From an optimization exercise on the open Yosys and OpenROAD flow, aimed at small area; shortcuts taken in it are not production practice.
Function was checked by simulation only, so behaviour that the tests miss may differ from the original.
Power and IR drop assume default switching activity.

==> inputs of run X <==
==> flow/design.v <==
package prog_data_mem_pkg;
  typedef enum logic [1:0] {CLEAR, LOAD, RUN} state_t;
  localparam int ADDR_W_DEF = 8;
  localparam int DATA_W_DEF = 8;
  localparam int INS_BYTES_DEF = 2;
  localparam int PROT_LIMIT_DEF = 64;
endpackage
module mem_init_fsm #(
  parameter int ADDR_W = prog_data_mem_pkg::ADDR_W_DEF
) (
  input  logic                       clk,
  input  logic                       rst_n,
  input  logic                       ld_done,
  output prog_data_mem_pkg::state_t  state,
  output logic                       clr,
  output logic                       load,
  output logic                       run
);
  logic [ADDR_W-1:0] ptr;
  prog_data_mem_pkg::state_t nxt;
  always_ff @(posedge clk) begin
    state <= !rst_n ? prog_data_mem_pkg::CLEAR : nxt;
    ptr   <= !rst_n ? '0 : (state == prog_data_mem_pkg::CLEAR ? ptr + 1'b1 : ptr);
  end
  always_comb begin
    nxt  = (state == prog_data_mem_pkg::CLEAR && &ptr) ? prog_data_mem_pkg::LOAD :
           (state == prog_data_mem_pkg::LOAD && ld_done) ? prog_data_mem_pkg::RUN : state;
    clr  = state == prog_data_mem_pkg::CLEAR;
    load = state == prog_data_mem_pkg::LOAD;
    run  = state == prog_data_mem_pkg::RUN;
  end
endmodule
module rd_mux4 (
  input  logic [3:0] d,
  input  logic [1:0] s,
  output logic       y
);
  assign y = d[s];
endmodule
module rd_mux128 (
  input  logic [1023:0] d,
  input  logic [6:0]    a,
  output logic [7:0]    q
);
  for (genvar b = 0; b < 8; b++) begin : g_bit
    logic [31:0] l1;
    logic [7:0]  l2;
    logic [1:0]  l3;
    for (genvar i = 0; i < 32; i++) begin : g_l1
      rd_mux4 u_m (.d({d[(4*i+3)*8+b], d[(4*i+2)*8+b], d[(4*i+1)*8+b], d[(4*i)*8+b]}),
                   .s(a[1:0]), .y(l1[i]));
    end
    for (genvar i = 0; i < 8; i++) begin : g_l2
      rd_mux4 u_m (.d(l1[4*i +: 4]), .s(a[3:2]), .y(l2[i]));
    end
    for (genvar i = 0; i < 2; i++) begin : g_l3
      rd_mux4 u_m (.d(l2[4*i +: 4]), .s(a[5:4]), .y(l3[i]));
    end
    assign q[b] = a[6] ? l3[1] : l3[0];
  end
endmodule
module wr_en (
  input  logic a_n, b_n,
  output logic en
);
  assign en = ~(a_n | b_n);
endmodule
module prog_data_mem (
  input  logic        clk,
  input  logic        rst_n,
  input  logic        ld_we,
  input  logic [7:0]  ld_addr,
  input  logic [7:0]  ld_data,
  input  logic        ld_done,
  output logic        ready,
  input  logic        f_req,
  input  logic [7:0]  f_addr,
  output logic [15:0] f_ins,
  output logic        f_valid,
  input  logic        d_re,
  input  logic        d_we,
  input  logic [7:0]  d_addr,
  input  logic [7:0]  d_wdata,
  output logic [7:0]  d_rdata,
  output logic        d_rvalid,
  output logic        d_err
);
  prog_data_mem_pkg::state_t state;
  logic clr, load, run;
  mem_init_fsm u_fsm (
    .clk(clk), .rst_n(rst_n), .ld_done(ld_done),
    .state(state), .clr(clr), .load(load), .run(run)
  );
  assign ready = run;
  logic [7:0] mem [256];
  logic        prot, wen;
  logic [7:0]  waddr, wdata;
  logic [15:0] plo, phi;
  always_comb begin
    prot  = d_addr[7:6] == 2'b00;
    wen   = rst_n && ((load && ld_we) || (run && d_we && !prot));
    waddr = load ? ld_addr : d_addr;
    wdata = clr ? 8'h00 : load ? ld_data : d_wdata;
    for (int i = 0; i < 16; i++) begin
      plo[i] = clr || (wen && waddr[3:0] == 4'(i));
      phi[i] = clr || waddr[7:4] == 4'(i);
    end
  end
  for (genvar i = 0; i < 256; i++) begin : g_word
    logic en;
    wr_en u_en (.a_n(!plo[i%16]), .b_n(!phi[i/16]), .en(en));
    always_ff @(posedge clk)
      if (en) mem[i] <= wdata;
  end
  logic [6:0]    fk, fke;
  logic [1023:0] bank_e, bank_o;
  logic [7:0]    rd_e, rd_o, rd_de, rd_do, rd_d;
  always_comb begin
    fk  = f_addr[7:1];
    fke = fk + 7'(f_addr[0]);
    for (int i = 0; i < 128; i++) begin
      bank_e[i*8 +: 8] = mem[2*i];
      bank_o[i*8 +: 8] = mem[2*i+1];
    end
    rd_d = d_addr[0] ? rd_do : rd_de;
  end
  rd_mux128 u_rd_e  (.d(bank_e), .a(fke),         .q(rd_e));
  rd_mux128 u_rd_o  (.d(bank_o), .a(fk),          .q(rd_o));
  rd_mux128 u_rd_de (.d(bank_e), .a(d_addr[7:1]), .q(rd_de));
  rd_mux128 u_rd_do (.d(bank_o), .a(d_addr[7:1]), .q(rd_do));
  always_ff @(posedge clk) begin
    if (!rst_n) begin
      f_valid  <= 1'b0;
      d_rvalid <= 1'b0;
      d_err    <= 1'b0;
      f_ins    <= '0;
      d_rdata  <= '0;
    end else begin
      f_valid  <= run && f_req;
      d_rvalid <= run && d_re && !d_we;
      d_err    <= d_we && (load || (run && prot));
      if (run && f_req) f_ins <= f_addr[0] ? {rd_e, rd_o} : {rd_o, rd_e};
      if (run && d_re && !d_we) d_rdata <= rd_d;
    end
  end
endmodule
==> flow/run.sh <==
#!/bin/bash
# synth_recipe.tcl (not shown) runs the flow's synth.tcl, then flattens the netlist and writes it again
# the make line also repeats each setting of config.mk as NAME=value (left out here)
make -C /OpenROAD-flow-scripts/flow DESIGN_CONFIG=/design/flow/config.mk WORK_HOME=/design/flow/orfs CLKGATE_MAP_FILE= SYNTH_SCRIPT=/design/flow/synth_recipe.tcl finish
==> flow/config.mk <==
export PLATFORM = sky130hd
export DESIGN_NAME = prog_data_mem
export DESIGN_NICKNAME = prog_data_mem
export VERILOG_FILES = /design/flow/design.v
export SDC_FILE = /design/flow/constraint.sdc
export NUM_CORES = 4
export LEC_CHECK = 0
export CAP_MARGIN = 20
export CORE_MARGIN = 2
export CORE_UTILIZATION = 45
export CTS_CLUSTER_DIAMETER = 100
export CTS_CLUSTER_SIZE = 30
export SLEW_MARGIN = 20
export SYNTH_HIERARCHICAL = 1
==> flow/constraint.sdc <==
create_clock -name core_clock -period 8.0 [get_ports {clk}]
set_input_delay 1.6000 -clock core_clock [delete_from_list [all_inputs] [get_ports {clk}]]
set_output_delay 1.6000 -clock core_clock [all_outputs]
set_load 0.01 [all_outputs]
==> run H: changes against run X <==
--- a/flow/design.v
+++ b/flow/design.v
@@ -60,9 +60,16 @@
   end
 endmodule
-module wr_en (
-  input  logic a_n, b_n,
-  output logic en
+module wr_sel (
+  input  logic a, b, a_n, b_n,
+  output logic en, en_n
 );
-  assign en = ~(a_n | b_n);
+  assign en_n = ~(a & b);
+  assign en   = ~(a_n | b_n);
+endmodule
+module wr_hold (
+  input  logic wd, q, en, en_n,
+  output logic d
+);
+  assign d = (wd & en) | (q & en_n);
 endmodule
 module prog_data_mem (
@@ -108,8 +115,12 @@
   end
   for (genvar i = 0; i < 256; i++) begin : g_word
-    logic en;
-    wr_en u_en (.a_n(!plo[i%16]), .b_n(!phi[i/16]), .en(en));
-    always_ff @(posedge clk)
-      if (en) mem[i] <= wdata;
+    logic       en, en_n;
+    logic [7:0] nxt;
+    wr_sel u_sel (.a(plo[i%16]), .b(phi[i/16]), .a_n(!plo[i%16]), .b_n(!phi[i/16]),
+                  .en(en), .en_n(en_n));
+    for (genvar b = 0; b < 8; b++) begin : g_bit
+      wr_hold u_hold (.wd(wdata[b]), .q(mem[i][b]), .en(en), .en_n(en_n), .d(nxt[b]));
+    end
+    always_ff @(posedge clk) mem[i] <= nxt;
   end
   logic [6:0]    fk, fke;
CORE_UTILIZATION = 50   (was 45)
==> run B: changes against run X <==
--- a/flow/design.v
+++ b/flow/design.v
@@ -60,9 +60,16 @@
   end
 endmodule
-module wr_en (
-  input  logic a_n, b_n,
-  output logic en
+module wr_sel (
+  input  logic a, b, a_n, b_n,
+  output logic en, en_n
 );
-  assign en = ~(a_n | b_n);
+  assign en_n = ~(a & b);
+  assign en   = ~(a_n | b_n);
+endmodule
+module wr_hold (
+  input  logic wd, q, en, en_n,
+  output logic d
+);
+  assign d = (wd & en) | (q & en_n);
 endmodule
 module prog_data_mem (
@@ -108,8 +115,12 @@
   end
   for (genvar i = 0; i < 256; i++) begin : g_word
-    logic en;
-    wr_en u_en (.a_n(!plo[i%16]), .b_n(!phi[i/16]), .en(en));
-    always_ff @(posedge clk)
-      if (en) mem[i] <= wdata;
+    logic       en, en_n;
+    logic [7:0] nxt;
+    wr_sel u_sel (.a(plo[i%16]), .b(phi[i/16]), .a_n(!plo[i%16]), .b_n(!phi[i/16]),
+                  .en(en), .en_n(en_n));
+    for (genvar b = 0; b < 8; b++) begin : g_bit
+      wr_hold u_hold (.wd(wdata[b]), .q(mem[i][b]), .en(en), .en_n(en_n), .d(nxt[b]));
+    end
+    always_ff @(posedge clk) mem[i] <= nxt;
   end
   logic [6:0]    fk, fke;
CORE_UTILIZATION = 40   (was 45)
==> summary.txt <==
- Of run B and run X, run B has the higher synthesized cell count (gap about 60%, measured against run X).
- Utilization: run H is higher than run B (11 points).
- Between run H and run B, the lower clock skew is in run H (gap 0.026 ns).
- Via count: run B > run H > run X.
- The lowest register-to-register slack belongs to run B, the highest to run X.
- The highest combinational power belongs to run X, the lowest to run H.
- Setup slack: run B > run X > run H.
- Sequential power is about the same in run B and run H.
- Clock-buffer cell count, highest first: run X, run B, run H.

afterwards: timing with drivers on the ports:
How much do the figures lean on ideal ports? The routed layouts below were timed once more, with nothing changed but the port constraints.
Step 1 assumes that a clkbuf_16 drives the clock port and a buf_2 every other input.
Step 2 adds t to the input delays and takes it off the output delays; t is the mean of the earliest and latest rising clock arrival at the registers after step 1. Input paths then give back, and output paths get back, about the clock's delay inside the block.
Three values: no drivers, after step 1, after step 2; two values: the first two.
| run | shift t [ns] | slack for setup (ns) | worst setup path at the end | latest minus earliest clock arrival (ns) |
|---|---|---|---|---|
| run X | 0.849 | 2.563 / 2.619 / 1.771 | input to register | 0.049 / 0.049 |
| run H | 0.855 | 2.505 / 2.573 / 1.718 | input to register | 0.046 / 0.046 |
| run B | 0.853 | 2.709 / 2.770 / 1.917 | input to register | 0.072 / 0.073 |
After both steps setup and hold are still met in every run listed.
